Source: an optimization exercise on an open RTL-to-GDS flow (aim: small area, a short achievable clock period and few clock cycles). Production flows keep margins and buffers that such runs may drop. Where RTL was checked, it was by simulation tests only, not by an equivalence proof against the original. Only the layout flow was run in runs 1 to 3; the RTL was not checked for function there. No activity file was given, so power comes from the tool's default toggle rates.

===== flow/config.mk =====
export PLATFORM = sky130hd
export DESIGN_NAME = bmp_row_to_rgb565_blend_top
export DESIGN_NICKNAME = bmp_row_to_rgb565_blend_top
export VERILOG_FILES = /design/flow/design.v
export SDC_FILE = /design/flow/constraint.sdc
export NUM_CORES = 4
export LEC_CHECK = 0
export CAP_MARGIN = 20
export CORE_MARGIN = 2
export CORE_UTILIZATION = 40
export SLEW_MARGIN = 20

===== flow/constraint.sdc =====
create_clock -name core_clock -period 8.0 [get_ports {aclk}]
set_input_delay 1.6000 -clock core_clock [delete_from_list [all_inputs] [get_ports {aclk}]]
set_output_delay 1.6000 -clock core_clock [all_outputs]
set_load 0.01 [all_outputs]

===== flow/design.v =====
package bmpb_pkg;
    localparam logic [1:0] FMT_RGB565 = 2'd0;
    localparam logic [1:0] FMT_BGR24  = 2'd1;
    localparam logic [1:0] CFG_PIXEL_FORMAT  = 2'd0;
    localparam logic [1:0] CFG_IMAGE_WIDTH   = 2'd1;
    localparam logic [1:0] CFG_DISPLAY_WIDTH = 2'd2;
    localparam logic [1:0] CFG_BACKGROUND    = 2'd3;
    localparam logic [1:0]  RESET_FORMAT        = FMT_BGR24;
    localparam logic [11:0] RESET_IMAGE_WIDTH   = 12'd320;
    localparam logic [11:0] RESET_DISPLAY_WIDTH = 12'd320;
    localparam logic [15:0] RESET_BACKGROUND    = 16'h0000;
    localparam logic [1:0] PH_SKIP = 2'd0;
    localparam logic [1:0] PH_KEEP = 2'd1;
    localparam logic [1:0] PH_REST = 2'd2;
    localparam logic [1:0] PH_PAD  = 2'd3;
    localparam int unsigned QUEUE_DEPTH = 3;
    localparam int unsigned QUEUE_PTR_W = 2;
endpackage
module bmp_row_to_rgb565_blend_top (
    input  logic         aclk,
    input  logic         aresetn,
    input  logic         cfg_valid,
    output logic         cfg_ready,
    input  logic [1:0]   cfg_index,
    input  logic [15:0]  cfg_data,
    input  logic         s_valid,
    output logic         s_ready,
    input  logic [7:0]   s_data_byte,
    output logic         m_valid,
    input  logic         m_ready,
    output logic [15:0]  m_pixel_rgb565,
    output logic         m_row_last
);
    localparam int unsigned D = bmpb_pkg::QUEUE_DEPTH;
    logic [1:0]  fmt;
    logic [11:0] iw, dw;
    logic [15:0] bg;
    assign cfg_ready = 1'b1;
    always_ff @(posedge aclk) begin
        if (!aresetn) begin
            fmt <= bmpb_pkg::RESET_FORMAT;
            iw  <= bmpb_pkg::RESET_IMAGE_WIDTH;
            dw  <= bmpb_pkg::RESET_DISPLAY_WIDTH;
            bg  <= bmpb_pkg::RESET_BACKGROUND;
        end else if (cfg_valid) begin
            case (cfg_index)
                bmpb_pkg::CFG_PIXEL_FORMAT:  fmt <= cfg_data[1:0];
                bmpb_pkg::CFG_IMAGE_WIDTH:   iw  <= cfg_data[11:0];
                bmpb_pkg::CFG_DISPLAY_WIDTH: dw  <= cfg_data[11:0];
                default:                     bg  <= cfg_data;
            endcase
        end
    end
    logic f565, f24;
    logic [1:0] lastb;               
    assign f565  = (fmt == bmpb_pkg::FMT_RGB565);
    assign f24   = (fmt == bmpb_pkg::FMT_BGR24);
    assign lastb = f565 ? 2'd1 : (f24 ? 2'd2 : 2'd3);
    logic [11:0] ediff, st, kp;
    logic [1:0]  pd;
    logic        pd_nz;
    logic        gt_r, st_nz_r, kp_nz_r, odd_r, iw_nz_r;
    assign ediff = iw - dw;
    assign st    = {1'b0, ediff[11:1]};
    assign kp    = gt_r ? dw : iw;
    assign pd    = f565 ? {iw[0], 1'b0} : (f24 ? iw[1:0] : 2'd0);
    assign pd_nz = (pd != 2'd0);
    always_ff @(posedge aclk) begin
        gt_r    <= (iw > dw);
        st_nz_r <= (iw > dw) && (ediff[11:1] != 11'd0);
        kp_nz_r <= (iw > dw) ? (dw != 12'd0) : (iw != 12'd0);
        odd_r   <= (iw > dw) && ediff[0];
        iw_nz_r <= (iw != 12'd0);
    end
    logic        fresh;              
    logic [1:0]  ph;
    logic [11:0] cnt, cnt_dec;
    logic [1:0]  bip;                
    logic        cnt_end, at_last, pad_end, cvis, accept, emit, emit565, emitbl;
    logic        s_ready_r;
    always_comb begin
        for (int i = 0; i < 12; i++) begin
            logic zb;
            zb = 1'b1;
            for (int j = 0; j < i; j++) zb = zb & !cnt[j];
            cnt_dec[i] = cnt[i] ^ zb;
        end
    end
    assign cnt_end = (cnt[11:1] == 11'd0)
                   && (cnt[0] ^ (ph == bmpb_pkg::PH_REST && odd_r));
    assign at_last = (bip == lastb);
    assign pad_end = (bip == pd - 2'd1);
    assign cvis    = !fresh && (ph == bmpb_pkg::PH_KEEP) && at_last;
    assign s_ready = s_ready_r;
    assign accept  = s_valid && s_ready_r;
    assign emit    = accept && cvis;
    assign emit565 = emit && f565;
    assign emitbl  = emit && !f565;
    logic        fresh_n;
    logic [1:0]  ph_n;
    logic [11:0] cnt_n;
    logic [1:0]  bip_n;
    always_comb begin
        fresh_n = fresh;
        ph_n    = ph;
        cnt_n   = cnt;
        bip_n   = bip;
        if (accept) begin
            if (fresh) begin
                if (iw_nz_r) begin
                    fresh_n = 1'b0;
                    bip_n   = 2'd1;
                    if (st_nz_r) begin
                        ph_n  = bmpb_pkg::PH_SKIP;
                        cnt_n = st;
                    end else if (kp_nz_r) begin
                        ph_n  = bmpb_pkg::PH_KEEP;
                        cnt_n = kp;
                    end else begin
                        ph_n  = bmpb_pkg::PH_REST;
                        cnt_n = st;
                    end
                end
            end else if (ph == bmpb_pkg::PH_PAD) begin
                if (pad_end) begin
                    fresh_n = 1'b1;
                    bip_n   = 2'd0;
                end else begin
                    bip_n   = bip + 2'd1;
                end
            end else if (!at_last) begin
                bip_n = bip + 2'd1;
            end else begin
                bip_n = 2'd0;
                cnt_n = cnt_dec;
                if (cnt_end) begin
                    case (ph)
                        bmpb_pkg::PH_SKIP: begin
                            if (kp_nz_r) begin
                                ph_n  = bmpb_pkg::PH_KEEP;
                                cnt_n = kp;
                            end else begin
                                ph_n  = bmpb_pkg::PH_REST;
                                cnt_n = st;
                            end
                        end
                        bmpb_pkg::PH_KEEP: begin
                            if (gt_r) begin
                                ph_n  = bmpb_pkg::PH_REST;
                                cnt_n = st;
                            end else if (pd_nz) begin
                                ph_n  = bmpb_pkg::PH_PAD;
                            end else begin
                                fresh_n = 1'b1;
                            end
                        end
                        default: begin
                            if (pd_nz) ph_n    = bmpb_pkg::PH_PAD;
                            else       fresh_n = 1'b1;
                        end
                    endcase
                end
            end
        end
    end
    always_ff @(posedge aclk) begin
        if (!aresetn) begin
            fresh <= 1'b1;
            ph    <= bmpb_pkg::PH_SKIP;
            cnt   <= 12'd0;
            bip   <= 2'd0;
        end else begin
            fresh <= fresh_n;
            ph    <= ph_n;
            cnt   <= cnt_n;
            bip   <= bip_n;
        end
    end
    logic [7:0] hb, hg, hr, ha, a_in;
    logic [9:0] ha3;
    logic       hl;
    assign a_in = f24 ? 8'hFF : s_data_byte;
    always_ff @(posedge aclk) begin
        if (accept && bip == 2'd0) hb <= s_data_byte;
        if (accept && bip == 2'd1) hg <= s_data_byte;
        if (accept && bip == 2'd2) hr <= s_data_byte;
        if (emit) begin
            ha  <= a_in;
            ha3 <= {2'b00, a_in} + {1'b0, a_in, 1'b0};
            hl  <= cnt_end;
        end
    end
    logic [1:0] seq;                 
    logic       v0b, v0g, v0r;
    logic [7:0] c0, k0, d0;
    logic [8:0] df0;
    logic       s0;
    assign v0b = emitbl;
    assign v0g = (seq == 2'd1);
    assign v0r = (seq == 2'd2);
    always_ff @(posedge aclk) begin
        if (!aresetn) seq <= 2'd0;
        else          seq <= v0b ? 2'd1 : (v0g ? 2'd2 : 2'd0);
    end
    always_comb begin
        if (v0g) begin
            c0 = hg;
            k0 = {bg[10:5], 2'b00};
        end else if (v0r) begin
            c0 = hr;
            k0 = {bg[15:11], 3'b000};
        end else begin
            c0 = hb;
            k0 = {bg[4:0], 3'b000};
        end
        df0 = {1'b0, c0} - {1'b0, k0};
        s0  = df0[8];
        d0  = s0 ? (8'd0 - df0[7:0]) : df0[7:0];
    end
    logic       t1b, t1g, t1r, s1;
    logic [7:0] d1;
    logic       t2b, t2g, t2r, s2;
    logic [15:0] p2;
    always_ff @(posedge aclk) begin
        if (!aresetn) begin
            {t1b, t1g, t1r} <= 3'b000;
            {t2b, t2g, t2r} <= 3'b000;
        end else begin
            {t1b, t1g, t1r} <= {v0b, v0g, v0r};
            {t2b, t2g, t2r} <= {t1b, t1g, t1r};
        end
    end
    logic [9:0]  pp [4];
    logic [15:0] p1;
    always_comb begin
        for (int j = 0; j < 4; j++) begin
            case (d1[2*j +: 2])
                2'd0:    pp[j] = 10'd0;
                2'd1:    pp[j] = {2'b00, ha};
                2'd2:    pp[j] = {1'b0, ha, 1'b0};
                default: pp[j] = ha3;
            endcase
        end
        p1 = {6'd0, pp[0]} + {4'd0, pp[1], 2'd0} + {2'd0, pp[2], 4'd0} + {pp[3], 6'd0};
    end
    always_ff @(posedge aclk) begin
        s1 <= s0;
        d1 <= d0;
        s2 <= s1;
        p2 <= p1;
    end
    logic [7:0] k2, res, x2;
    logic       c2;
    logic [8:0] lowsum;
    always_comb begin
        if (t2g)      k2 = {bg[10:5], 2'b00};
        else if (t2r) k2 = {bg[15:11], 3'b000};
        else          k2 = {bg[4:0], 3'b000};
        lowsum = {1'b0, p2[7:0]} + {1'b0, p2[15:8]} + 9'd1;
        c2     = lowsum[8];
        x2     = p2[15:8] ^ {8{s2}};
        res    = k2 + x2 + {7'd0, c2 ^ s2};
    end
    logic [5:0] r_prev;
    logic [4:0] r_prev2;
    logic       hl2;
    always_ff @(posedge aclk) begin
        r_prev  <= res[7:2];
        r_prev2 <= r_prev[5:1];
        if (t2b) hl2 <= hl;
    end
    logic [15:0] qpix [D];
    logic        qlst [D];
    logic [D-1:0] vld, used;
    logic        commit, pop;
    logic [15:0] wd;
    logic        wl;
    assign commit = emit565 || t2r;
    assign wd     = f565 ? {s_data_byte, hb} : {res[7:3], r_prev, r_prev2};
    assign wl     = f565 ? cnt_end : hl2;
    assign pop    = vld[0] && m_ready;
    always_ff @(posedge aclk) begin
        for (int i = 0; i < D; i++) begin
            logic wsel;
            if (pop) wsel = vld[i] && (i == D-1 || !vld[(i+1) % D]);
            else     wsel = (i == 0 || vld[(i+D-1) % D]) && !vld[i];
            if (commit && wsel) begin
                qpix[i] <= wd;
                qlst[i] <= wl;
            end else if (pop && i < D-1) begin
                qpix[i] <= qpix[(i+1) % D];
                qlst[i] <= qlst[(i+1) % D];
            end
        end
    end
    logic [D-1:0] vld_n, used_n;
    always_comb begin
        vld_n = vld;
        if (commit && !pop)      vld_n = {vld[D-2:0], 1'b1};
        else if (!commit && pop) vld_n = {1'b0, vld[D-1:1]};
        used_n = used;
        if (emit && !pop)        used_n = {used[D-2:0], 1'b1};
        else if (!emit && pop)   used_n = {1'b0, used[D-1:1]};
    end
    logic cvis_n;
    assign cvis_n = !fresh_n && (ph_n == bmpb_pkg::PH_KEEP) && (bip_n == lastb);
    always_ff @(posedge aclk) begin
        if (!aresetn) begin
            vld       <= '0;
            used      <= '0;
            s_ready_r <= 1'b0;
        end else begin
            vld       <= vld_n;
            used      <= used_n;
            s_ready_r <= !cfg_valid && (!cvis_n || !used_n[D-1]);
        end
    end
    assign m_valid        = vld[0];
    assign m_pixel_rgb565 = qpix[0];
    assign m_row_last     = qlst[0];
endmodule

===== flow/run.sh =====
#!/bin/bash
# synth_recipe.tcl (not shown) runs the flow's synth.tcl, then flattens the netlist and writes it again
# the make line also repeats each setting of config.mk as NAME=value (left out here)
make -C /OpenROAD-flow-scripts/flow DESIGN_CONFIG=/design/flow/config.mk WORK_HOME=/design/flow/orfs CLKGATE_MAP_FILE= SYNTH_SCRIPT=/design/flow/synth_recipe.tcl finish

==> notes.md, run 1 <==
Logic synthesis
In this run, synthesis produced a sequential element count of 209. Counting every net in the synthesized netlist gives 1458. After synthesis, the mean cell area works out to 9.44 um2.

The most repeated cell in the gate-level netlist after synthesis is nand2_1. Yosys printed 4 warnings. The number of enable flip-flop cells after synthesis is 94. For this run, the register share of the synthesized area comes to 40.8%. In the synthesized netlist the async set-or-reset flop fraction comes to 0%.

The top cell type by area accounts for 22.5% of the synthesized area. Sorting the synthesized cells by how often they occur yields nand2_1, dfxtp_1, edfxtp_1. Synthesis instantiated 80 different standard cells from the library. The largest total area in the synthesized netlist belongs to edfxtp_1. The cell area after synthesis is 0.0126 mm2.

Synthesis produced 1331 cells. Among all flip-flop cells after synthesis, the most frequent one is dfxtp_1. Sorting the synthesized cells by area gives the leading types as edfxtp_1, dfxtp_1, ha_1, nand2_1, mux2_2.

Layout
The multi-input combinational cell area is 0.00683 mm2. The storage element area is 0.00512 mm2. The final net count is 1476. Counting the fill cells in the layout gives 2927. With fillers left out, the area of the finished cells amounts to 0.0141 mm2. The share of post-route cells with drive strength above 1 is 7.91%.

The antenna diode count is 0. The area growth from synthesis to layout is 12.1%.

GRT
The number of antenna violations at the first check in global routing is 0. Entering global routing, the biggest net connects 76 pins. The via count of the first global-routing pass came to 9222.

The first global-routing pass estimated 49.8 mm of wire. The total routing usage reported by global routing is 18.7%. After global routing the overflow that remains totals 0.

Timing
Setup repair after global routing left no endpoint under its margin. The number of pins exceeding their max-slew limit in the final report is 0. The worst setup skew after layout is 0.0165 ns. For the finished layout, the period the worst path requires is 4.54 ns. The final hold violation count is 0. The final critical-path share of the clock period is 56.8%. Setup total negative slack on the finished layout was measured at 0 ns.

The worst pin sits at a relative slew slack of 27.8%. For the pin with the worst max-slew slack, the measured transition is 1.08 ns. Setup violations remaining at the end of the flow were counted as 0. The timing-limited maximum frequency is 220 MHz.

Clock network
TritonCTS created 24 clock buffers. In this run the clock root is driven by a clkbuf_16. The H-tree level count is 1.

The total clock sinks is 209. The post-CTS setup repair buffer count is 0. Clock-pin slew was measured on the worst setup and hold paths at 0.06 ns. The number of gates resized after CTS was 0. The worst-skew pair later-pin latency is 0.53 ns. The deepest clock path buffer count is 3. The TritonCTS clock tree is built. The number of hold buffers added after CTS is 0.

Worst setup path
By instance count, the cell type seen most on the critical path is nand2_1. The buffer and inverter count on the worst path is 2. The worst setup path is launched from an input port. For flop-to-flop paths, the worst setup slack is 3.76 ns. Walking the worst path, the cells encountered are clkdlybuf4s50_1, and2_1, nand2_1, nor3_4, buf_4, a21oi_2, a21o_1, nand2_1. For the worst flop-to-flop path, the logic depth is 13.

The data required time at the worst endpoint is 8.11 ns. Grouping stages by cell kind, the critical path spends the most delay in compound AO/OA/AOI/OAI gates. The critical path class is in -> reg. The stage delay of the slowest cell on the critical path is 0.73 ns. Of all nets on the critical path, the largest fanout is 28. The origin of the critical flop-to-flop path is d1[4]. The slowest stage of the critical path is the a21o_1 cell. The critical path endpoint category is a register. The worst register-to-register path ends at p2[13]. Data on the critical path arrives at its endpoint at 4.66 ns.

Flow run
The tool flagged a number of max-cap violations equal to 0.

Power and ir drop
The switching power of the nets is 1010 uW. The fraction of power consumed by the clock network is 33.5%. The worst IR drop on VDD is 0.134 mV.

In this run the power density over the cells is 226 mW/mm2. The internal power of the cells is 2180 uW. The fraction of power spent switching nets is 31.5%.

For this design the static power due to leakage is 0.00550 uW. Summing internal, switching and leakage power gives 3190 uW. Combinational logic burns 26.0% of the power. The fraction of power consumed by sequential logic is 40.5%.

Routing
The via-per-instance ratio is 5.51. In the routed design, unresolved DRC markers number 0. The iteration-0 DRC count of the detailed router is 851.

In this run the remaining antenna-violating nets after routing total 0. The detailed-routing iteration count for the pre-antenna-repair pass is 5. Summing over every cut layer, the via total after detailed routing is 9707. The detailed-route wire length is 30.8 mm. The routed wirelength normalized by instance count is 17.5 um.

Place
During placement, the flow inserted port buffers numbering 49. The placed wire-length estimate after detailed placement is 22.8 mm. The routability congestion estimate is 0.905. Once placement finished, the instance area stood at 0.0133 mm2.

Worst hold path
Along the worst hold path, the cell count comes to 0. The class of the most critical hold timing path is reg -> reg. The end point of the most critical hold path is s2. The worst hold path begins at s1.

Status
The run finished with no timing, DRC or antenna violations.

Floorplan
The number of placed I/O pins is 51. From bottom edge to top edge, the die measures 181 um. The placeable core region is 0.0307 mm2. The number of core rows is 64. The initial cell density of the core is 40.9%. The die boundary width is 181 um. The die covers 0.0329 mm2.
sequential cells by signal (all words and copies together) (netlist names), 2 cells and up:
signal / count
bip: 2
iw: 12
bg: 16
qlst: 3
ph: 2
hr: 8
fmt: 2
r_prev: 6
dw: 12
ha: 7
hb: 8
hg: 8
d1: 8
ha3: 10
vld: 3
r_prev2: 5
used: 3
qpix: 48
p2: 16
cnt: 12
cell type report:
type	count	area share, %
well taps	396	3.52
repair buffers	57	3.87
flip-flops and latches	209	36.4
clock inverters	7	0.524
multi-input cells	972	48.5
clock buffers	36	4.95
inverters	85	2.26
layer usage:
| metal | vias to the layer above | wire length, um | global-route usage [%] |
|---|---|---|---|
| met2 | 254 | 13200 | 28.1 |
| met5 | - | 0 | 0 |
| met4 | 0 | 618 | 4.52 |
| met3 | 44 | 1490 | 2.28 |
| li1 | 4788 | - | - |
| met1 | 4621 | 15500 | 28.5 |
worst register-to-register path, cell delays in order (launching register included):
cell     delay (ns)
dfxtp_1        0.64
nor2b_1        0.56
a22oi_1        0.20
fa_1           0.51
fa_1           0.57
inv_1          0.04
ha_1           0.34
nand2_1        0.08
o21ai_0        0.13
o41a_1         0.36
o21a_1         0.19
o21ai_0        0.21
nor2b_1        0.20
xnor2_1        0.14
power by group through the flow:
stage	Combinational, uW	Clock, uW	Sequential, uW
after detailed placement	817	0	1310
final	830	1070	1290
after global placement	808	0	1310
after floorplan	615	0	1270
after global routing	933	1140	1300
after CTS	827	1090	1290
cells in the final DEF, fill, tap and decap left out, drive strengths merged, types with 33 or more instances in the layout:
cell type      count
inv               84
clkbuf            36
nor2b             33
nand2            169
mux2              38
o21ai             66
nor2              87
edfxtp            94
mux2i             41
a21oi             79
dfxtp            115
clkdlybuf4s50     48
a21boi            41
ha                80
per-stage QoR:
step           utilization [%]  std cells  setup slack, ns  hold slack, ns
2_1_floorplan                -       1331             4.03           0.310
3_3_place_gp              43.3       1719             3.02           0.316
3_5_place_dp              43.3       1719             2.85           0.325
4_1_cts                   45.8       1762             3.41           0.339
5_1_grt                   45.8       1762             3.18           0.352
6_report                  45.8       1762             3.46           0.337
kinds of logic (layout without fill, tap and decap cells):
kind of cell,count (synthesis),after routing,synth area share (%)
simple gates,418,418,16.0
compound gates,332,332,17.9
flops,209,209,40.8
buf+inv,150,185,4.87
fa+ha+maj,96,96,10.5
mux,79,79,6.67
xor+xnor,46,46,3.21
other cells,1,1,0.0298
how the worst max path moves through the flow:
| stage | to | slack (ns) | startpoint | cells after the start |
|---|---|---|---|---|
| after floorplan | qlst[0] | 4.03 | s_valid | 8 |
| after global placement | qpix[0][11] | 3.02 | s_valid | 8 |
| after detailed placement | qpix[0][12] | 2.85 | s_valid | 8 |
| after CTS | qpix[0][11] | 3.41 | s_valid | 8 |
| after global routing | qpix[0][5] | 3.18 | s_valid | 8 |
| final | qpix[0][5] | 3.46 | s_valid | 8 |
==> inputs of run 2 (changes only) <==
--- a/flow/config.mk
+++ b/flow/config.mk
@@ -10,2 +10,3 @@
 export CORE_UTILIZATION = 40
+export SETUP_SLACK_MARGIN = 5
 export SLEW_MARGIN = 20
==> run 2 against run 1 <==
Clock power grew 7%. Synthesized cell count stayed put. Via count up 3.2%. Flip-flop and latch count unchanged. Worst hold slack got worse by 0.011 ns. Maximum frequency rose by 24%. Combinational power up 24%. Critical path depth is 6 higher. Final area is 9.2% higher. First-iteration DRC count down 17%. Utilization increased by 4.2 points. Critical path type is now reg -> reg. Largest cell class unchanged. Highest routed layer unchanged.
==> notes.md, run 2 <==
Worst hold path
The end point of the most critical hold path is s2. In this run the worst hold path is classified as reg -> reg. The hold path depth is 0 (unchanged). The launch point of the worst hold path is s1.

Place
The number of port buffers is 49 (unchanged). The routability congestion estimate is 0.868 (-4.1%). The cell count after placement is 1718 (-0.058%). The placed wire-length estimate after detailed placement is 22.9 mm (+0.49%). The placed cell area is 0.0136 mm2 (+1.9%).

Clock network
The H-tree level count is 1 (unchanged). The cell at the root of the clock tree is clkbuf_16. The clock transition at the registers of the reported paths is 0.06 ns (about the same). The number of hold buffers added after CTS was 0 (unchanged).

The total clock sinks is 209 (unchanged). TritonCTS built the clock tree. The number of CTS-inserted buffers is 25 (+4.2%). The deepest clock path buffer count is 3 (unchanged). The worst-skew pair later-pin latency came to 0.54 ns (about the same).

Timing
The number of pins exceeding their max-slew limit in the final report is 0 (unchanged). The minimum clock period is 3.68 ns (-0.866 ns). Setup repair after global routing could not meet its margin everywhere.

The timing-limited maximum frequency is 272 MHz (+24%). The final total negative setup slack is 0 ns (unchanged). The final critical-path share of the clock period is 46.0% (-11 points). The pin slew with the least headroom to its limit is 0.967 ns (-0.108 ns). The worst setup skew after layout is 0.0263 ns (+0.00983 ns). The final hold violation count is 0 (unchanged). The worst max-slew margin expressed relative to the limit was 35.0% (+7.3 points). The setup violation total in the final timing report is 0 (unchanged).

Flow run
The count of max-cap constraint violations is 0 (unchanged).

Logic synthesis
The synthesized net count is 1458 (unchanged). Summed over all instances, the cell type with the most area after synthesis is edfxtp_1. The instance count of the mapped netlist is 1331 (unchanged). The fraction of the yosys area taken by sequential cells was 40.8% (unchanged). Sorting the synthesized cells by area gives the leading types as edfxtp_1, dfxtp_1, ha_1, nand2_1, mux2_2. The share of Yosys cell area claimed by the top area cell type is 22.5% (unchanged).

The cell area after synthesis is 0.0126 mm2 (unchanged). The synthesized area divided by synthesized cell count is 9.44 um2 (unchanged). The distinct cell type count of the synthesized netlist is 80 (unchanged).

nand2_1 is the most common cell in the netlist. The number of storage elements in the synthesis netlist was 209 (unchanged). The dominant register cell in the synthesized netlist is dfxtp_1. The commonest cells after synthesis are nand2_1, dfxtp_1, edfxtp_1. The share of flip-flops with an asynchronous set or reset is 0% (unchanged). The yosys synthesis warning count was 4 (unchanged). The number of enable flip-flop cells after synthesis is 94 (unchanged).

GRT
The remaining global-route overflow came to 0 (unchanged). The number of antenna violations at the first check in global routing is 0 (unchanged). The global-route wire length before repair was 53.1 mm (+6.5%).

The via count of the first global-routing pass is 9894 (+7.3%). The largest net degree at the start of global routing is 76 (unchanged). The total routing usage reported by global routing is 19.9% (+1.2 points).

Worst setup path
The maximum net fanout on the critical path is 4 (-86%). The depth of the worst register-to-register path is 14 (+1). The worst register-to-register path begins at ha3[3]. The critical path is of the reg -> reg type.

STA classifies the critical path startpoint as a register. The data required time at the worst endpoint was 8.45 ns (+0.34 ns). The worst flop-to-flop path endpoint is p2[13].

The endpoint arrival time on the critical path is 4.13 ns (-0.53 ns). The reg2reg setup slack is 4.32 ns (+0.56 ns). STA classifies the critical path endpoint as a register.

Power and ir drop
The standby leakage power is 0.00613 uW (+11%). The power density normalized to cell area is 226 mW/mm2 (-0.18%). The fraction of power spent switching nets is 32.8% (+1.2 points). The worst IR drop on VDD is 0.154 mV (+15%).

The share of power burned in combinational logic is 29.6% (+3.6 points). The switching power of the nets is 1140 uW (+13%). The fraction of power consumed by the clock network is 33.1% (-0.4 points).

The internal power of the cells is 2340 uW (+7.0%). The fraction of power consumed by sequential logic is 37.2% (-3.3 points).

Layout
The number of standard cells in the layout, taps in and fillers out came to 1830 (+3.9%). The post-route cell area is 0.0154 mm2 (+9.2%). The largest registers in the layout are qpix (48), bg (16), p2 (16). The most common cell after layout, fill and taps aside is nand2_1. The flip-flop count of the largest register after layout is 48 (unchanged). The final net count is 1542 (+4.5%). The antenna diode count is 0 (unchanged). The largest register by flop count is qpix. The share of post-route cells with drive strength above 1 is 20.6% (+13 points). The end-of-flow core utilization is 50.0% (+4.2 points). Leaving out fill and tap cells, the most frequent cells in the layout are nand2_1, dfxtp_1, edfxtp_1, inv_1, nor2_1. The area growth from synthesis to layout is 22.4%.

Floorplan
The number of placed I/O pins is 51 (unchanged). The total die area is 0.0329 mm2 (unchanged). The placeable core region is 0.0307 mm2 (unchanged). The number of core rows is 64 (unchanged). The die boundary width is 181 um (unchanged).

The height of the chip came to 181 um (unchanged). The initial cell density of the core is 40.9% (unchanged).

Routing
The detailed-routing iteration count for the pre-antenna-repair pass is 5 (unchanged). The detailed-route wire length is 33.2 mm (+7.5%). The total vias in the final route is 10000 (+3.2%). The final antenna-violating net count came to 0 (unchanged). The routed wirelength normalized by instance count is 18.1 um (+3.5%).

The iteration-0 DRC count of the detailed router came to 703 (-17%). The final routed DRC violation total was 0 (unchanged). The via-per-instance ratio is 5.48 (-0.61%).

Status
The run finished with no timing, DRC or antenna violations.
run 2: how the worst max path moves through the flow:
stage / start / endpoint
global route: ha3[3] / p2[13]
detailed placement: s_valid / qpix[0][11]
finish: ha3[3] / p2[13]
CTS: ha[7] / p2[13]
floorplan: s_valid / qlst[0]
global placement: s_valid / qpix[0][11]
run 2: what timing repair did:
item	CTS	global route
cloned	4	1
gates resized for setup	88	70
endpoints found under the setup margin	133	100
hold endpoints to repair	0	0
buffers inserted	46	15
pin swaps	15	29
run 2: critical path, cell delays in order (launching register included):
cell	delay [ns]
edfxtp_1	0.45
mux2_4	0.28
a22o_1	0.20
fa_1	0.55
inv_2	0.04
fa_1	0.52
inv_2	0.05
ha_4	0.24
nand2_4	0.07
o21ai_4	0.06
o41a_1	0.40
o21a_1	0.21
o21ai_2	0.19
nor2b_4	0.20
xnor2_2	0.13
run 2: stage by stage:
stage	hold WS (ns)	total power [uW]	worst slack [ns]
floorplan	0.310	1920	4.39
global placement	0.317	2170	3.60
detailed placement	0.314	2180	3.45
CTS	0.329	3410	4.40
global route	0.335	3660	4.23
finish	0.326	3480	4.32
run 2: logic make-up (layout without fill, tap and decap cells):
| group | count (synthesis) | after routing | share of synthesized area [%] |
|---|---|---|---|
| DFF | 209 | 209 | 40.8 |
| xor gates and xnor gates | 46 | 46 | 3.21 |
| and+or+nand+nor | 418 | 419 | 16.0 |
| muxes | 79 | 79 | 6.67 |
| buffers and inverters | 150 | 250 | 4.87 |
| other | 1 | 1 | 0.0298 |
| adders and majority gates | 96 | 96 | 10.5 |
| AOI/OAI and AO/OA | 332 | 334 | 17.9 |
run 2: power groups by stage:
stage	clock network [uW]	logic, uW	registers (uW)
floorplan	0	654	1270
global placement	0	855	1320
detailed placement	0	865	1320
CTS	1170	944	1290
global route	1220	1140	1300
finish	1150	1030	1290
run 2: layer usage:
metal | global-route usage [%] | share of wire [%] | vias to the layer above
li1 | - | - | 4927
met1 | 27.5 | 48 | 4809
met2 | 32.9 | 46 | 238
met3 | 2.88 | 4.7 | 46
met4 | 4.72 | 1.7 | 0
met5 | 0 | 0 | -
run 2: final cells by class:
type	instances	area [um2]
Tap cell	396	495
Clock inverter	12	151
Sequential cell	209	5160
Timing Repair Buffer	119	1080
Clock buffer	34	669
Multi-Input combinational cell	975	7510
Fill cell	2834	15400
Inverter	85	319
==> inputs of run 3 (changes only) <==
--- a/flow/config.mk
+++ b/flow/config.mk
@@ -7,2 +7,3 @@
 export LEC_CHECK = 0
+export ABC_CLOCK_PERIOD_IN_PS = 2500
 export CAP_MARGIN = 20
==> run 3 against run 2 <==
Critical path type unchanged. Power did not move. Critical endpoint unchanged. Largest power group unchanged. Synthesized cell count did not move. Sequential share of layout area did not move. Still clean on timing, DRC and antenna. Flip-flop and latch count did not move.
==> notes.md, run 3 <==
Timing
The final hold violation count is 0 (unchanged). Setup repair after global routing could not meet its margin everywhere. The worst max-slew margin expressed relative to the limit is 35.0% (unchanged). The timing-limited maximum frequency is 272 MHz (unchanged). The minimum clock period is 3.68 ns (unchanged).

The setup violation total in the final timing report is 0 (unchanged). The final critical-path share of the clock period is 46.0% (unchanged). The worst setup skew after layout is 0.0263 ns (unchanged). The final setup slack of the worst path is 4.32 ns (unchanged). The pin slew with the least headroom to its limit is 0.967 ns (unchanged). The final total negative setup slack is 0 ns (unchanged). The number of pins exceeding their max-slew limit in the final report is 0 (unchanged).

Worst setup path
The maximum net fanout on the critical path came to 4 (unchanged). The endpoint arrival time on the critical path is 4.13 ns (about the same). The data required time at the worst endpoint is 8.45 ns (about the same).

The reg2reg setup slack is 4.32 ns (about the same). The worst setup path is of the reg -> reg kind. STA classifies the critical path endpoint as a register. STA classifies the critical path startpoint as a register.

Power and ir drop
The worst IR drop on VDD is 0.154 mV (unchanged). The power density normalized to cell area came to 226 mW/mm2 (unchanged). The standby leakage power is 0.00613 uW (unchanged).

Layout
The flip-flop count of the largest register after layout is 48 (unchanged). The post-route cell area is 0.0154 mm2 (unchanged). More flip-flops sit in one register than any other, and that register is qpix. The largest registers in the layout are qpix (48), bg (16), p2 (16). The antenna diode count came to 0 (unchanged). Leaving out fill and tap cells, the most frequent cells in the layout are nand2_1, dfxtp_1, edfxtp_1, inv_1, nor2_1. The final net count is 1542 (unchanged). The share of post-route cells with drive strength above 1 is 20.6% (unchanged). The area growth from synthesis to layout is 22.4% (unchanged). The most common cell after layout, fill and taps aside is nand2_1.

Place
The placed wire-length estimate after detailed placement is 22.9 mm (unchanged). The pre-CTS setup slack came to 3.45 ns (unchanged). The number of port buffers came to 49 (unchanged). The routability congestion estimate is 0.868 (unchanged).

The placed cell area is 0.0136 mm2 (unchanged).

Routing
The iteration-0 DRC count of the detailed router is 703 (unchanged). The final antenna-violating net count is 0 (unchanged). The routed wirelength normalized by instance count was 18.1 um (unchanged).

The detailed-routing iteration count for the pre-antenna-repair pass is 5 (unchanged). The detailed-route wire length came to 33.2 mm (unchanged). The final routed DRC violation total is 0 (unchanged).

The via-per-instance ratio is 5.48 (unchanged). The total vias in the final route is 10000 (unchanged).

Logic synthesis
The most used flip-flop cell after synthesis is dfxtp_1. The number of storage elements in the synthesis netlist was 209 (unchanged). The commonest cells after synthesis are nand2_1, dfxtp_1, edfxtp_1. The distinct cell type count of the synthesized netlist is 80 (unchanged). The share of Yosys cell area claimed by the top area cell type is 22.5% (unchanged). The cell area after synthesis came to 0.0126 mm2 (unchanged). The synthesized area divided by synthesized cell count is 9.44 um2 (unchanged). The share of flip-flops with an asynchronous set or reset came to 0% (unchanged).

The fraction of the yosys area taken by sequential cells was 40.8% (unchanged). The synthesized net count was 1458 (unchanged). By area the synthesized netlist is led by edfxtp_1, dfxtp_1, ha_1, nand2_1, mux2_2. The library cell with the largest summed area after synthesis is edfxtp_1. The instance count of the mapped netlist is 1331 (unchanged). The number of enable flip-flop cells after synthesis is 94 (unchanged). The yosys synthesis warning count is 4 (unchanged). The most repeated cell in the gate-level netlist after synthesis is nand2_1.

GRT
The number of antenna violations at the first check in global routing is 0 (unchanged). The remaining global-route overflow is 0 (unchanged). The via count of the first global-routing pass is 9894 (unchanged). The total routing usage reported by global routing is 19.9% (unchanged). The global-route wire length before repair is 53.1 mm (unchanged). The largest net degree at the start of global routing is 76 (unchanged).

Clock network
The total clock sinks is 209 (unchanged). The cell at the root of the clock tree is clkbuf_16. The number of hold buffers added after CTS is 0 (unchanged). The worst-skew pair later-pin latency is 0.54 ns (about the same).

The clock transition at the registers of the reported paths is 0.06 ns (about the same). The number of CTS-inserted buffers is 25 (unchanged). The deepest clock path buffer count is 3 (unchanged). The H-tree level count is 1 (unchanged). TritonCTS built the clock tree.

Floorplan
The total die area is 0.0329 mm2 (unchanged). The die boundary width is 181 um (unchanged). The initial cell density of the core was 40.9% (unchanged). The placeable core region is 0.0307 mm2 (unchanged). The height of the chip came to 181 um (unchanged). The number of placed I/O pins came to 51 (unchanged). The number of core rows is 64 (unchanged).

Flow run
The count of max-cap constraint violations is 0 (unchanged).

Status
The flow ran to the end and the layout has no timing, DRC or antenna violations.

Worst hold path
The class of the most critical hold timing path is reg -> reg.
[run 3: per-layer routing]
| layer | GRT usage (%) | vias up | wire length [um] |
|---|---|---|---|
| met3 | 2.88 | 46 | 1560 |
| met2 | 32.9 | 238 | 15200 |
| met1 | 27.5 | 4809 | 15800 |
| met4 | 4.72 | 0 | 550 |
| li1 | - | 4927 | - |
| met5 | 0 | - | 0 |
[run 3: path summary, 6_finish.rpt]
check | start | endpoint | cells after the start
worst max-delay path | ha3[3] | p2[13] | 14
worst min-delay path | s1 | s2 | 0
worst max register to register | ha3[3] | p2[13] | 14
worst min register to register | s1 | s2 | 0
[run 3: area by class of cell]
| cell class | count | area, um2 |
|---|---|---|
| fillers | 2834 | 15400 |
| multi-input cells | 975 | 7510 |
| flip-flops and latches | 209 | 5160 |
| repair buffers | 119 | 1080 |
| clock buffers | 34 | 669 |
| well taps | 396 | 495 |
| inverters | 85 | 319 |
| clock inverters | 12 | 151 |
[run 3: worst max-delay path, cell delays in order, from the launching register on]
cell,delay (ns)
edfxtp_1,0.45
mux2_4,0.28
a22o_1,0.20
fa_1,0.55
inv_2,0.04
fa_1,0.52
inv_2,0.05
ha_4,0.24
nand2_4,0.07
o21ai_4,0.06
o41a_1,0.40
o21a_1,0.21
o21ai_2,0.19
nor2b_4,0.20
xnor2_2,0.13
[run 3: power by group]
group          leakage (uW)  internal [uW]  switching (uW)
Combinational       0.00393            435             594
Clock              0.000398            687             464
Sequential          0.00180           1210            80.5
Total               0.00613           2340            1140
[run 3: stage by stage]
stage | hold slack, ns | util [%] | cells | total power [uW]
floorplan | 0.310 | - | 1331 | 1920
global placement | 0.317 | 44.1 | 1718 | 2170
detailed placement | 0.314 | 44.1 | 1718 | 2180
CTS | 0.329 | 48.8 | 1814 | 3410
global route | 0.335 | 50.0 | 1830 | 3660
finish | 0.326 | 50.0 | 1830 | 3480
[run 3: cell families after synthesis]
logic type	Yosys count	synth area share [%]
other cells	1	0.0298
flops	209	40.8
compound gates	332	17.9
buf+inv	150	4.87
xor+xnor	46	3.21
mux	79	6.67
fa+ha+maj	96	10.5
simple gates	418	16.0
[run 3: timing repair]
| action | in CTS | in global routing |
|---|---|---|
| cloned | 4 | 1 |
| setup endpoints to repair | 133 | 100 |
| buffers inserted | 46 | 15 |
| pin swaps | 15 | 29 |
| gates resized for setup | 88 | 70 |
==> inputs of run 4 (changes only) <==
--- a/flow/design.v
+++ b/flow/design.v
@@ -78,11 +78,7 @@
     logic [1:0]  bip;                
-    logic        cnt_end, at_last, pad_end, cvis, accept, emit, emit565, emitbl;
+    logic        cnt_end, at_last, pad_end, cvis, accept, emit, emitdir, emitbl;
     logic        s_ready_r;
-    always_comb begin
-        for (int i = 0; i < 12; i++) begin
-            logic zb;
-            zb = 1'b1;
-            for (int j = 0; j < i; j++) zb = zb & !cnt[j];
-            cnt_dec[i] = cnt[i] ^ zb;
-        end
+    assign cnt_dec[0] = !cnt[0];
+    for (genvar i = 1; i < 12; i++) begin : g_dec
+        assign cnt_dec[i] = cnt[i] ^ !(|cnt[i-1:0]);
     end
@@ -96,4 +92,4 @@
     assign emit    = accept && cvis;
-    assign emit565 = emit && f565;
-    assign emitbl  = emit && !f565;
+    assign emitdir = emit && !fmt[1];
+    assign emitbl  = emit && fmt[1];
     logic        fresh_n;
@@ -178,6 +174,5 @@
     end
-    logic [7:0] hb, hg, hr, ha, a_in;
+    logic [7:0] hb, hg, hr, ha;
     logic [9:0] ha3;
     logic       hl;
-    assign a_in = f24 ? 8'hFF : s_data_byte;
     always_ff @(posedge aclk) begin
@@ -187,4 +182,4 @@
         if (emit) begin
-            ha  <= a_in;
-            ha3 <= {2'b00, a_in} + {1'b0, a_in, 1'b0};
+            ha  <= s_data_byte;
+            ha3 <= {2'b00, s_data_byte} + {1'b0, s_data_byte, 1'b0};
             hl  <= cnt_end;
@@ -222,3 +217,5 @@
     logic       t2b, t2g, t2r, s2;
-    logic [15:0] p2;
+    logic [11:0] x2, y2;
+    logic       t3b, t3g, t3r, s3, c3;
+    logic [7:0] ph3;
     always_ff @(posedge aclk) begin
@@ -227,2 +224,3 @@
             {t2b, t2g, t2r} <= 3'b000;
+            {t3b, t3g, t3r} <= 3'b000;
         end else begin
@@ -230,2 +228,3 @@
             {t2b, t2g, t2r} <= {t1b, t1g, t1r};
+            {t3b, t3g, t3r} <= {t2b, t2g, t2r};
         end
@@ -233,3 +232,3 @@
     logic [9:0]  pp [4];
-    logic [15:0] p1;
+    logic [11:0] x1, y1;
     always_comb begin
@@ -243,29 +242,26 @@
         end
-        p1 = {6'd0, pp[0]} + {4'd0, pp[1], 2'd0} + {2'd0, pp[2], 4'd0} + {pp[3], 6'd0};
+        x1 = {2'd0, pp[0]} + {pp[1], 2'd0};
+        y1 = {2'd0, pp[2]} + {pp[3], 2'd0};
     end
+    logic [15:0] p2;
+    logic [8:0]  lowsum;
+    assign p2     = {4'd0, x2} + {y2, 4'd0};
+    assign lowsum = {1'b0, p2[7:0]} + {1'b0, p2[15:8]} + 9'd1;
     always_ff @(posedge aclk) begin
-        s1 <= s0;
-        d1 <= d0;
-        s2 <= s1;
-        p2 <= p1;
-    end
-    logic [7:0] k2, res, x2;
-    logic       c2;
-    logic [8:0] lowsum;
-    always_comb begin
-        if (t2g)      k2 = {bg[10:5], 2'b00};
-        else if (t2r) k2 = {bg[15:11], 3'b000};
-        else          k2 = {bg[4:0], 3'b000};
-        lowsum = {1'b0, p2[7:0]} + {1'b0, p2[15:8]} + 9'd1;
-        c2     = lowsum[8];
-        x2     = p2[15:8] ^ {8{s2}};
-        res    = k2 + x2 + {7'd0, c2 ^ s2};
-    end
-    logic [5:0] r_prev;
-    logic [4:0] r_prev2;
-    logic       hl2;
-    always_ff @(posedge aclk) begin
-        r_prev  <= res[7:2];
-        r_prev2 <= r_prev[5:1];
-        if (t2b) hl2 <= hl;
+        s1  <= s0;
+        d1  <= d0;
+        s2  <= s1;
+        x2  <= x1;
+        y2  <= y1;
+        s3  <= s2;
+        ph3 <= p2[15:8];
+        c3  <= lowsum[8];
+    end
+    logic [7:0] k3, res, xr;
+    always_comb begin
+        if (t3g)      k3 = {bg[10:5], 2'b00};
+        else if (t3r) k3 = {bg[15:11], 3'b000};
+        else          k3 = {bg[4:0], 3'b000};
+        xr  = ph3 ^ {8{s3}};
+        res = k3 + xr + {7'd0, c3 ^ s3};
     end
@@ -277,5 +273,15 @@
     logic        wl;
-    assign commit = emit565 || t2r;
-    assign wd     = f565 ? {s_data_byte, hb} : {res[7:3], r_prev, r_prev2};
-    assign wl     = f565 ? cnt_end : hl2;
+    logic cdir, wr_b, wr_g, wr_r;
+    always_ff @(posedge aclk) begin
+        if (!aresetn) cdir <= 1'b0;
+        else          cdir <= emitdir;
+    end
+    assign wr_b   = cdir || t3b;
+    assign wr_g   = cdir || t3g;
+    assign wr_r   = cdir || t3r;
+    assign commit = cdir || t3r;
+    assign wd[4:0]   = fmt[1] ? res[7:3] : (f565 ? hb[4:0] : hb[7:3]);
+    assign wd[10:5]  = fmt[1] ? res[7:2] : (f565 ? {hg[2:0], hb[7:5]} : hg[7:2]);
+    assign wd[15:11] = fmt[1] ? res[7:3] : (f565 ? hg[7:3] : hr[7:3]);
+    assign wl     = hl;
     assign pop    = vld[0] && m_ready;
@@ -286,6 +292,3 @@
             else     wsel = (i == 0 || vld[(i+D-1) % D]) && !vld[i];
-            if (commit && wsel) begin
-                qpix[i] <= wd;
-                qlst[i] <= wl;
-            end else if (pop && i < D-1) begin
+            if (pop && i < D-1) begin
                 qpix[i] <= qpix[(i+1) % D];
@@ -293,2 +296,8 @@
             end
+            if (wr_b && wsel) begin
+                qpix[i][4:0] <= wd[4:0];
+                qlst[i]      <= wl;
+            end
+            if (wr_g && wsel) qpix[i][10:5]  <= wd[10:5];
+            if (wr_r && wsel) qpix[i][15:11] <= wd[15:11];
         end
@@ -304,4 +313,14 @@
     end
-    logic cvis_n;
-    assign cvis_n = !fresh_n && (ph_n == bmpb_pkg::PH_KEEP) && (bip_n == lastb);
+    logic cvis_acc, cvis_n, full_n;
+    always_comb begin
+        if (fresh) cvis_acc = iw_nz_r && !st_nz_r && kp_nz_r && f565;
+        else       cvis_acc = (ph == bmpb_pkg::PH_KEEP) && !at_last
+                           && (bip + 2'd1 == lastb);
+        cvis_n = accept ? cvis_acc : cvis;
+        case ({emit, pop})
+            2'b10:   full_n = used[D-2];
+            2'b01:   full_n = 1'b0;
+            default: full_n = used[D-1];
+        endcase
+    end
     always_ff @(posedge aclk) begin
@@ -314,3 +333,3 @@
             used      <= used_n;
-            s_ready_r <= !cfg_valid && (!cvis_n || !used_n[D-1]);
+            s_ready_r <= !cfg_valid && !(cvis_n && full_n);
         end
--- a/flow/config.mk
+++ b/flow/config.mk
@@ -7,6 +7,5 @@
 export LEC_CHECK = 0
-export ABC_CLOCK_PERIOD_IN_PS = 2500
 export CAP_MARGIN = 20
 export CORE_MARGIN = 2
-export CORE_UTILIZATION = 40
+export CORE_UTILIZATION = 60
 export SETUP_SLACK_MARGIN = 5
==> run 4 against run 3 <==
Combinational power decreased by 22%. Still clean on timing, DRC and antenna. Clock skew decreased by 0.0049 ns. Power decreased by 6.9%. Via count decreased by 3.1%. Die area decreased by 33%. Clock power decreased by 3%. Worst hold slack improved by 0.0099 ns. Critical path depth decreased by 8.
==> notes.md, run 4 <==
Place
The routability congestion estimate is 0.912 (+5.1%). The cell count after placement was 1565 (-8.9%). The placed cell area is 0.0132 mm2 (-3.1%).

The number of port buffers is 49 (unchanged). The placed wire-length estimate after detailed placement was 22.4 mm (-2.0%).

GRT
The global-route wire length before repair is 48.4 mm (-8.8%). The total routing usage reported by global routing is 27.6% (+7.7 points). The remaining global-route overflow is 0 (unchanged). The largest net degree at the start of global routing is 41 (-46%). The number of antenna violations at the first check in global routing came to 0 (unchanged). The via count of the first global-routing pass is 9122 (-7.8%).

Layout
Ranked by flip-flop count, first place goes to qpix. The share of post-route cells with drive strength above 1 is 14.0% (-6.6 points). Leaving out fill and tap cells, the most frequent cell in the layout is nand2_1.

The number of standard cells in the layout, taps in and fillers out is 1620 (-11%). The antenna diode count came to 0 (unchanged). The top cell types in the final layout, fill and taps aside, are nand2_1, dfxtp_1, a21oi_1, edfxtp_1, nor2_1. The final net count is 1443 (-6.4%). The end-of-flow core utilization is 70.0% (+20 points). The post-route cell area is 0.0142 mm2 (-7.7%). In the final layout, the registers with the most flip-flops are qpix (48), bg (16).

The flip-flop count of the largest register after layout is 48 (unchanged). The area growth from synthesis to layout is 14.2%.

Worst setup path
The cell seen most often among critical-path stages is nand2_1. The buffer and inverter count on the worst path is 1 (-1). The endpoint arrival time on the critical path came to 3.14 ns (-0.99 ns). The maximum net fanout on the critical path came to 9 (+5). Among all stages on the critical path, the largest delay is contributed by clkdlybuf4s50_1.

Grouping stages by cell kind, the critical path spends the most delay in simple AND/OR/NAND/NOR gates. The critical path endpoint category is a register. The critical path is of the in -> reg type.

The type of element launching the critical path is an input port. The stage delay of the slowest cell on the critical path is 0.49 ns (-0.06 ns). The data required time at the worst endpoint is 8.16 ns (-0.29 ns). The signal on the critical path passes through clkdlybuf4s50_1, nand2_1, nand2_1, nor2_1, a31oi_2, nor2_2.

Logic synthesis
The synthesized-area fraction occupied by ao, oa, aoi and oai cells is 17.5% (-0.45 points). The library cell with the largest summed area after synthesis is edfxtp_1. The adder and majority cell fraction of the synthesized area was 8.41% (-2.1 points). The number of storage elements in the synthesis netlist is 219 (+4.8%). The dominant combinational cell family by area after synthesis is compound AO/OA/AOI/OAI gates. The multiplexer fraction of the synthesized cell area was 8.43% (+1.8 points). The most repeated cell in the gate-level netlist after synthesis is nand2_1. The parity-gate share of the synthesized area counting xor and xnor cells is 4.71% (+1.5 points). The cell area after synthesis came to 0.0124 mm2 (-1.1%). The distinct cell type count of the synthesized netlist is 72 (-10%).

The fraction of the yosys area taken by sequential cells is 42.7% (+2.0 points). The synthesized area divided by synthesized cell count is 9.60 um2 (+1.7%). Yosys attributes the largest share of cell area to edfxtp_1, dfxtp_1, ha_1, mux2_2, nand2_1. The share of flip-flops with an asynchronous set or reset is 0% (unchanged). The yosys synthesis warning count came to 4 (unchanged). The instance count of the mapped netlist is 1295 (-2.7%). The share of Yosys cell area claimed by the top area cell type was 22.5% (about the same). The number of enable flip-flop cells after synthesis was 93 (-1.1%). The simple logic cell fraction of the synthesized area is 14.8% (-1.2 points). The synthesized net count is 1406 (-3.6%). By count the netlist is led by nand2_1, dfxtp_1, a21oi_1. For this run, the leading register cell type out of synthesis is dfxtp_1.

Floorplan
The height of the chip is 148 um (-18%). The number of placed I/O pins is 51 (unchanged). The placeable core region is 0.0203 mm2 (-34%).

The die boundary width is 148 um (-18%). The initial cell density of the core is 61.2% (+20 points). The number of core rows is 52 (-19%). The total die area was 0.0219 mm2 (-33%).

Timing
The final total negative setup slack is 0 ns (unchanged). Setup repair after global routing could not meet its margin everywhere. The setup violation total in the final timing report is 0 (unchanged). The final hold violation count is 0 (unchanged). The worst max-slew margin expressed relative to the limit is 30.2% (-4.8 points). The worst setup skew after layout was 0.0214 ns (-0.00493 ns). The pin slew with the least headroom to its limit is 1.04 ns (+0.0736 ns). The final critical-path share of the clock period is 37.2% (-8.8 points). The minimum clock period is 2.98 ns (-0.701 ns). The timing-limited maximum frequency is 336 MHz (+24%). The number of pins exceeding their max-slew limit in the final report was 0 (unchanged).

Clock network
The total clock sinks is 219 (+4.8%). The worst-skew pair later-pin latency is 0.52 ns (-0.02 ns). The H-tree level count is 1 (unchanged). The TritonCTS clock tree is built. The cell at the root of the clock tree is clkbuf_16. The clock transition at the registers of the reported paths is 0.06 ns (about the same). The number of CTS-inserted buffers is 24 (-4.0%).

The deepest clock path buffer count is 3 (unchanged). The number of hold buffers added after CTS came to 0 (unchanged).

Power and ir drop
The worst IR drop on VDD is 0.140 mV (-9.1%). The standby leakage power was 0.00547 uW (-11%). The power density normalized to cell area is 228 mW/mm2 (+0.90%).

Flow run
The count of max-cap constraint violations was 0 (unchanged).

Status
The run finished with no timing, DRC or antenna violations.

Routing
The detailed-routing iteration count for the pre-antenna-repair pass is 6 (+1). The via-per-instance ratio is 5.99 (+9.5%). The final antenna-violating net count is 0 (unchanged). The final routed DRC violation total is 0 (unchanged).

The total vias in the final route is 9709 (-3.1%). The detailed-route wire length came to 30.2 mm (-8.8%). The routed wirelength normalized by instance count is 18.7 um (+3.0%). The iteration-0 DRC count of the detailed router is 705 (+0.28%).

Worst hold path
The class of the most critical hold timing path is reg -> reg.
[run 4: metal layers]
layer,track usage (%),share of wire (%),vias up
met3,3.77,6.4,63
met1,40.4,46,4581
met2,43.7,45,309
met4,6.71,2.2,0
li1,-,-,4756
met5,0,0,-
[run 4: power by group]
part           switching [uW]  leakage [uW]  internal (uW)
Sequential               80.1       0.00188           1250
Combinational             444       0.00319            355
Clock                     443      0.000397            667
[run 4: worst register-to-register path, cell delays in order (launching register included)]
cell and delay [ns]:
dfxtp_1 0.37, inv_1 0.10, ha_1 0.17, inv_1 0.05
fa_1 0.40, a21o_1 0.22, a221oi_4 0.28, o21ai_2 0.11
o31ai_2 0.30, nor2b_1 0.12, o31ai_4 0.31, mux2_2 0.37
[run 4: final cells by class]
class | instances | area [um2]
fillers | 1612 | 6100
inverters | 55 | 210
well taps | 270 | 338
flip-flops and latches | 219 | 5340
repair buffers | 65 | 602
clock buffers | 29 | 676
clock inverters | 15 | 133
multi-input cells | 967 | 6900
[run 4: logic make-up after synthesis]
family                   count (synthesis)
flip-flops                             219
other                                    1
buffers and inverters                  109
AND/OR/NAND/NOR                        390
adder cells (fa/ha/maj)                 80
AO/OA/AOI/OAI                          333
XOR/XNOR                                66
multiplexers                            97
[run 4: path summary, 6_finish.rpt]
kind	cells after the start	end	slack (ns)	startpoint
max	6	qpix[2][5]	5.02	m_ready
min	0	s3	0.34	s2
max reg2reg	11	kp_nz_r	5.09	iw[0]
min reg2reg	0	s3	0.34	s2
[run 4: what timing repair did]
item / CTS / global route
pin swaps: 1 / 9
cloned: 0 / 0
gates resized for setup: 33 / 39
buffers inserted: 5 / 6
setup endpoints to repair: 64 / 83
[run 4: metrics by stage]
step / hold WS, ns / setup slack (ns) / total power (uW)
after CTS: 0.341 / 4.97 / 3220
after global routing: 0.347 / 4.91 / 3400
final: 0.336 / 5.02 / 3240
after detailed placement: 0.313 / 4.11 / 2100
after floorplan: 0.310 / 4.73 / 1910
after global placement: 0.316 / 4.18 / 2090
Testbench counts of run 4, summed over its fixed seeds: cycles 145,623.
==> inputs of run 5 (changes only) <==
--- a/flow/config.mk
+++ b/flow/config.mk
@@ -9,3 +9,3 @@
 export CORE_MARGIN = 2
-export CORE_UTILIZATION = 60
+export CORE_UTILIZATION = 40
 export SETUP_SLACK_MARGIN = 5
==> run 5 against run 4 <==
Synthesized cell count is the same. Global-route usage shrank 8.9 points. Critical path depth grew 4. Final area grew 0.57%. Worst setup slack gained 0.092 ns. Clock power is essentially flat. Still clean. Critical endpoint is now kp_nz_r.
==> notes.md, run 5 <==
Power and ir drop
The worst IR drop on VDD is 0.167 mV (+19%). The switching power of the nets is 969 uW (+0.12%). The share of power burned in combinational logic came to 24.6% (about the same).

The fraction of power consumed by sequential logic is 40.9% (about the same). The standby leakage power is 0.00551 uW (+0.73%). The power density normalized to cell area is 225 mW/mm2 (-1.1%). The internal power of the cells was 2250 uW (-0.80%).

The fraction of power spent switching nets is 30.1% (+0.19 points). The fraction of power consumed by the clock network is 34.5% (+0.2 points).

Layout
qpix holds more flip-flops than any other register. The library cells used most frequently in the layout, excluding fill and tap cells, are nand2_1, dfxtp_1, a21oi_1, edfxtp_1, nor2_1. The flip-flop count of the largest register after layout is 48 (unchanged). From synthesis to final layout, the design area changed by 14.9%. The fill cell instance count of the final layout is 2933 (+82%). The final net count is 1440 (-0.21%). The multi-input combinational cell area was 0.00686 mm2 (-0.71%).

The antenna diode count is 0 (unchanged). The share of post-route cells with drive strength above 1 is 13.2% (-0.77 points). In the final layout, the registers with the most flip-flops are qpix (48), bg (16). The most common cell after layout, fill and taps aside is nand2_1.

The number of standard cells in the layout, taps in and fillers out was 1741 (+7.5%). The storage element area was 0.00534 mm2 (about the same).

Logic synthesis
Summed over all instances, the cell type with the most area after synthesis is edfxtp_1. The distinct cell type count of the synthesized netlist is 72 (unchanged). The simple logic cell fraction of the synthesized area is 14.8% (unchanged). The share of Yosys cell area claimed by the top area cell type came to 22.5% (unchanged).

The adder and majority cell fraction of the synthesized area was 8.41% (unchanged). The cell area after synthesis is 0.0124 mm2 (unchanged). By count the netlist is led by nand2_1, dfxtp_1, a21oi_1. The dominant register cell in the synthesized netlist is dfxtp_1. The synthesized-area fraction occupied by ao, oa, aoi and oai cells was 17.5% (unchanged). The number of enable flip-flop cells after synthesis is 93 (unchanged). The most repeated cell in the gate-level netlist after synthesis is nand2_1.

The synthesized net count came to 1406 (unchanged). Ranked by total cell area, the synthesized netlist is headed by edfxtp_1, dfxtp_1, ha_1, mux2_2, nand2_1. The share of flip-flops with an asynchronous set or reset is 0% (unchanged). The number of storage elements in the synthesis netlist is 219 (unchanged). The synthesized area divided by synthesized cell count was 9.60 um2 (unchanged).

The instance count of the mapped netlist is 1295 (unchanged). The multiplexer fraction of the synthesized cell area is 8.43% (unchanged). The yosys synthesis warning count is 4 (unchanged). The parity-gate share of the synthesized area counting xor and xnor cells was 4.71% (unchanged).

After synthesis, the largest family of logic cells by area is compound AO/OA/AOI/OAI gates. The fraction of the yosys area taken by sequential cells was 42.7% (unchanged).

Timing
The pin slew with the least headroom to its limit is 1.08 ns (+0.0367 ns). The worst max-slew margin expressed relative to the limit is 27.7% (-2.5 points). The timing-limited maximum frequency is 347 MHz (+3.2%). The final total negative setup slack was 0 ns (unchanged).

The setup violation total in the final timing report came to 0 (unchanged). The number of pins exceeding their max-slew limit in the final report came to 0 (unchanged). The final setup slack of the worst path was 5.12 ns (+0.0924 ns).

Setup repair after global routing could not meet its margin everywhere. The minimum clock period was 2.88 ns (-0.0924 ns). The final hold violation count was 0 (unchanged).

The final critical-path share of the clock period is 36.0% (-1.2 points). The worst setup skew after layout is 0.0115 ns (-0.00993 ns).

GRT
The number of antenna violations at the first check in global routing is 0 (unchanged). The global-route wire length before repair came to 49.6 mm (+2.5%). The remaining global-route overflow is 0 (unchanged). The total routing usage reported by global routing came to 18.7% (-8.9 points). The via count of the first global-routing pass is 9048 (-0.81%).

The largest net degree at the start of global routing came to 52 (+27%).

Floorplan
The die boundary width is 180 um (+22%). The placeable core region is 0.0306 mm2 (+51%). The height of the chip is 180 um (+22%).

The total die area is 0.0325 mm2 (+49%). The initial cell density of the core is 40.6% (-21 points). The number of placed I/O pins came to 51 (unchanged). The number of core rows was 64 (+23%).

Flow run
The count of max-cap constraint violations was 0 (unchanged).

Routing
The via-per-instance ratio is 5.49 (-8.4%). The final routed DRC violation total is 0 (unchanged). The final antenna-violating net count was 0 (unchanged).

The total vias in the final route came to 9559 (-1.5%). The iteration-0 DRC count of the detailed router is 817 (+16%). The routed wirelength normalized by instance count is 17.7 um (-5.3%). The detailed-route wire length is 30.8 mm (+1.8%). The detailed-routing iteration count for the pre-antenna-repair pass is 7 (+1).

Clock network
The TritonCTS clock tree is built. The number of hold buffers added after CTS is 0 (unchanged). The tree is rooted in a clkbuf_16. The number of CTS-inserted buffers is 25 (+4.2%). The worst-skew pair later-pin latency is 0.53 ns (about the same). The H-tree level count is 1 (unchanged). The total clock sinks is 219 (unchanged). The deepest clock path buffer count is 3 (unchanged). The clock transition at the registers of the reported paths came to 0.06 ns (about the same).

Status
The flow ran to the end and the layout has no timing, DRC or antenna violations.

Worst setup path
The data required time at the worst endpoint is 8.41 ns (+0.25 ns). The type of element launching the critical path is a register. STA classifies the critical path endpoint as a register. The endpoint arrival time on the critical path is 3.30 ns (+0.16 ns).

The critical path class is reg -> reg. The maximum net fanout on the critical path is 4 (-5).

Place
The cell count after placement is 1691 (+8.1%). The routability congestion estimate was 0.902 (-1.0%). The pre-CTS setup slack is 3.87 ns (-0.241 ns). The number of port buffers came to 49 (unchanged). The placed wire-length estimate after detailed placement was 23.0 mm (+2.4%).

Worst hold path
The class of the most critical hold timing path is reg -> reg.
==> run 5: cell counts after synthesis <==
No cell type changed its count.
==> run 5: per-layer routing <==
layer / vias up / global-route usage [%] / wire, um
met1: 4495 / 28.3 / 15100
met2: 257 / 28.2 / 13300
met5: - / 0 / 0
met4: 0 / 4.68 / 727
met3: 51 / 2.41 / 1680
li1: 4756 / - / -
==> run 5: cell families (layout without fill, tap and decap cells) <==
group,Yosys count,after routing
multiplexers,97,97
adder cells (fa/ha/maj),80,80
AO/OA/AOI/OAI,333,333
flip-flops,219,219
AND/OR/NAND/NOR,390,390
buffers and inverters,109,159
XOR/XNOR,66,66
other,1,1
==> run 5: worst max-delay path, stage by stage, from the launching register on <==
cell and delay [ns]:
dfxtp_1 0.41, ha_1 0.18, inv_1 0.05, fa_1 0.41
a21o_1 0.22, a221oi_4 0.31, o21ai_2 0.12, o31ai_2 0.31
nor2b_1 0.12, o31ai_4 0.27, mux2_2 0.37
==> run 5: power groups by stage <==
stage | clock [uW] | combinational [uW] | sequential (uW)
after detailed placement | 0 | 768 | 1340
after global routing | 1190 | 888 | 1330
final | 1110 | 793 | 1320
after floorplan | 0 | 605 | 1310
after CTS | 1140 | 777 | 1320
after global placement | 0 | 762 | 1340
==> run 5: path summary, 6_finish.rpt <==
path | start | slack, ns | endpoint | cells after the start
max reg2reg | dw[0] | 5.12 | kp_nz_r | 10
min | s2 | 0.33 | s3 | 0
max | dw[0] | 5.12 | kp_nz_r | 10
min reg2reg | s2 | 0.33 | s3 | 0
==> run 5: final cells by class <==
cell class	instances	area share, %
tap	396	3.47
sequential	219	37.4
timing repair buffer	61	4.05
clock inverter	10	0.666
multi-input combinational	967	48.0
clock buffer	33	4.96
inverter	55	1.45
==> run 5: per-stage QoR <==
step	cell area (um2)	total power, uW	hold slack [ns]	util (%)
after floorplan	12500	1910	0.310	-
after global placement	13300	2100	0.310	43.5
after detailed placement	13300	2110	0.314	43.5
after CTS	14200	3230	0.328	46.3
after global routing	14300	3400	0.334	46.7
final	14300	3220	0.328	46.7
==> run 5: timing repair <==
action,4_1_cts,5_1_grt
setup buffers,3,4
pin swaps,2,6
gates resized for setup,39,40
endpoints found under the setup margin,106,92
==> inputs of run 6 (changes only) <==
--- a/flow/design.v
+++ b/flow/design.v
@@ -15,3 +15,3 @@
     localparam logic [1:0] PH_PAD  = 2'd3;
-    localparam int unsigned QUEUE_DEPTH = 3;
+    localparam int unsigned QUEUE_DEPTH = 2;
     localparam int unsigned QUEUE_PTR_W = 2;
--- a/flow/config.mk
+++ b/flow/config.mk
@@ -10,2 +10,3 @@
 export CORE_UTILIZATION = 40
+export CTS_BUF_LIST = sky130_fd_sc_hd__clkbuf_8
 export SETUP_SLACK_MARGIN = 5
==> run 6 against run 5 <==
Sequential power decreased by 8%. Register-to-register slack about the same. Maximum frequency decreased by 1.8%. Highest routed layer unchanged. Synthesized area decreased by 6.0%. Global-route usage increased by 1.0 points. Still clean on timing, DRC and antenna. Worst setup slack got worse by 0.052 ns. Count of clock-buffer cells in the layout decreased by 15. Wire length decreased by 3.4%. Cell count decreased by 4.0%. Die area decreased by 5.8%. Synthesized cell count decreased by 3.1%.
==> notes.md, run 6 <==
Layout
The antenna diode count is 0 (unchanged). In the final layout, the registers with the most flip-flops are qpix (32), bg (16). The end-of-flow core utilization is 45.4% (-1.3 points). The largest register by flop count is qpix. The number of standard cells in the layout, taps in and fillers out came to 1671 (-4.0%). Leaving out fill and tap cells, the most frequent cell in the layout is nand2_1. The flip-flop count of the largest register after layout is 32 (-33%). The final net count came to 1385 (-3.8%).

The top cell types in the final layout, fill and taps aside, are nand2_1, dfxtp_1, a21oi_1, nor2_1, edfxtp_1.

Timing
The worst setup skew after layout came to 0.0274 ns (+0.0159 ns). The number of pins exceeding their max-slew limit in the final report is 0 (unchanged). The final total negative setup slack was 0 ns (unchanged). The timing-limited maximum frequency came to 341 MHz (-1.8%).

The minimum clock period is 2.94 ns (+0.0525 ns). The setup violation total in the final timing report is 0 (unchanged). The final critical-path share of the clock period came to 36.7% (+0.66 points). Setup repair after global routing could not meet its margin everywhere. The pin slew with the least headroom to its limit is 0.958 ns (-0.120 ns). The worst max-slew margin expressed relative to the limit is 36.1% (+8.3 points).

Logic synthesis
The cell area after synthesis is 0.0117 mm2 (-6.0%). The simple logic cell fraction of the synthesized area is 15.7% (+0.95 points). The dominant combinational cell family by area after synthesis is compound AO/OA/AOI/OAI gates. The synthesized net count was 1366 (-2.8%).

The distinct cell type count of the synthesized netlist is 80 (+11%). The fraction of the yosys area taken by sequential cells is 40.8% (-2.0 points). The most common cell in the synthesized netlist is nand2_1. After synthesis, the cell types taking the most area are dfxtp_1, edfxtp_1, ha_1, a21oi_1, nand2_1. The yosys synthesis warning count was 4 (unchanged). The number of enable flip-flop cells after synthesis is 76 (-18%). The share of Yosys cell area claimed by the top area cell type is 21.2% (-1.2 points).

Floorplan
The total die area is 0.0306 mm2 (-5.8%). The die boundary width is 175 um (-3.0%). The number of placed I/O pins is 51 (unchanged). The number of core rows is 62 (-3.1%). The initial cell density of the core is 40.6% (about the same). The placeable core region is 0.0288 mm2 (-5.9%).

Flow run
The count of max-cap constraint violations was 0 (unchanged).

GRT
The via count of the first global-routing pass is 8649 (-4.4%). The global-route wire length before repair is 47.6 mm (-4.2%). The number of antenna violations at the first check in global routing came to 0 (unchanged). The total routing usage reported by global routing was 19.7% (+1.0 points).

The remaining global-route overflow was 0 (unchanged).

Power and ir drop
The switching power of the nets came to 913 uW (-5.8%). The fraction of power consumed by sequential logic is 45.8% (+4.9 points). The power density normalized to cell area is 204 mW/mm2 (-9.4%).

The total design power is 2670 uW (-17%). The fraction of power spent switching nets came to 34.2% (+4.1 points). The internal power of the cells is 1760 uW (-22%).

The standby leakage power is 0.00514 uW (-6.7%). The fraction of power consumed by the clock network is 25.4% (-9.1 points).

Worst setup path
The worst setup path is captured at a register. The data required time at the worst endpoint came to 8.25 ns (-0.16 ns). The maximum net fanout on the critical path was 9 (+5). The endpoint arrival time on the critical path came to 3.18 ns (-0.12 ns). The depth of the worst register-to-register path was 8 (-2). The type of element launching the critical path is an input port.

Place
The cell count after placement is 1634 (-3.4%). The number of port buffers is 49 (unchanged). The placed wire-length estimate after detailed placement was 22.3 mm (-2.8%).

The routability congestion estimate is 0.900 (-0.25%).

Clock network
The number of CTS-inserted buffers is 17 (-32%). The total clock sinks is 200 (-8.7%). The worst-skew pair later-pin latency was 0.49 ns (-0.04 ns). The tree is rooted in a clkbuf_8. The number of hold buffers added after CTS is 0 (unchanged).

Routing
The iteration-0 DRC count of the detailed router was 680 (-17%). The detailed-routing iteration count for the pre-antenna-repair pass is 4 (-3). The total vias in the final route is 9112 (-4.7%).

Status
The flow ran to the end and the layout has no timing, DRC or antenna violations.

Worst hold path
The class of the most critical hold timing path is reg -> reg. The hold path depth came to 0 (unchanged).
run 6: cell count changes after synthesis, moves of 6 or more:
cell and delta:
mux2_2 -16, nand2_1 -10, edfxtp_1 -17, and3_1 +6, a21oi_2 -6, xor2_1 -10
o31ai_1 +8, xnor2_1 +11, clkbuf_1 +6, nor2b_1 -9, o21ai_0 -15, o21a_1 -10
a21oi_1 +9
run 6: timing repair:
item	CTS	global route
pin swaps	2	0
buffers inserted	3	1
gates resized for setup	22	42
setup endpoints to repair	23	57
cloned	1	0
run 6: path summary, 6_finish.rpt:
check / from / to / slack (ns)
min: s1 / s2 / 0.34
max reg2reg: t3r / qpix[0][2] / 5.13
max: m_ready / qpix[0][0] / 5.06
min reg2reg: s1 / s2 / 0.34
run 6: power groups by stage:
stage          Combinational [uW]  Clock [uW]  Sequential [uW]
2_1_floorplan                 598           0             1200
3_3_place_gp                  744           0             1240
3_5_place_dp                  752           0             1240
4_1_cts                       762         693             1220
5_1_grt                       862         739             1230
6_report                      769         678             1220
run 6: area by class of cell:
class	count	area, um2
inverter	59	225
sequential	200	4780
multi-input combinational	938	6570
fill	2785	15700
tap	384	480
timing repair buffer	58	583
clock inverter	14	174
clock buffer	18	248
run 6: metal layers:
metal | global-route usage (%) | routed length, um | vias up
met5 | 0 | 0 | -
met4 | 5.59 | 484 | 0
met3 | 3.61 | 1170 | 34
met2 | 32.8 | 14200 | 192
met1 | 26.3 | 13900 | 4331
li1 | - | - | 4555
run 6: critical path, cell delays in order:
cell,delay [ns]
clkdlybuf4s50_1,0.52
inv_1,0.07
o21ai_0,0.30
o21ai_1,0.33
mux2_2,0.36
run 6: kinds of logic after synthesis:
family / count (synthesis)
compound gates: 326
mux: 80
simple gates: 384
fa+ha+maj: 80
flops: 200
buf+inv: 118
other cells: 1
xor+xnor: 66
run 6: stage by stage:
| stage | hold WS (ns) | setup WS [ns] | instance area [um2] |
|---|---|---|---|
| finish | 0.342 | 5.06 | 13100 |
| global placement | 0.318 | 4.21 | 12500 |
| detailed placement | 0.318 | 4.16 | 12500 |
| CTS | 0.343 | 5.00 | 13000 |
| global route | 0.345 | 4.94 | 13100 |
| floorplan | 0.310 | 5.00 | 11700 |
Testbench counts of run 6, summed over its fixed seeds: cycles 149,051.

Check on run 6: ideal ports give 5.064 ns setup slack; a clkbuf_16 on the clock port and buf_2 on the inputs give 5.030 ns; moving port delays by the midpoint clock arrival (0.520 ns) as well gives 4.544 ns.
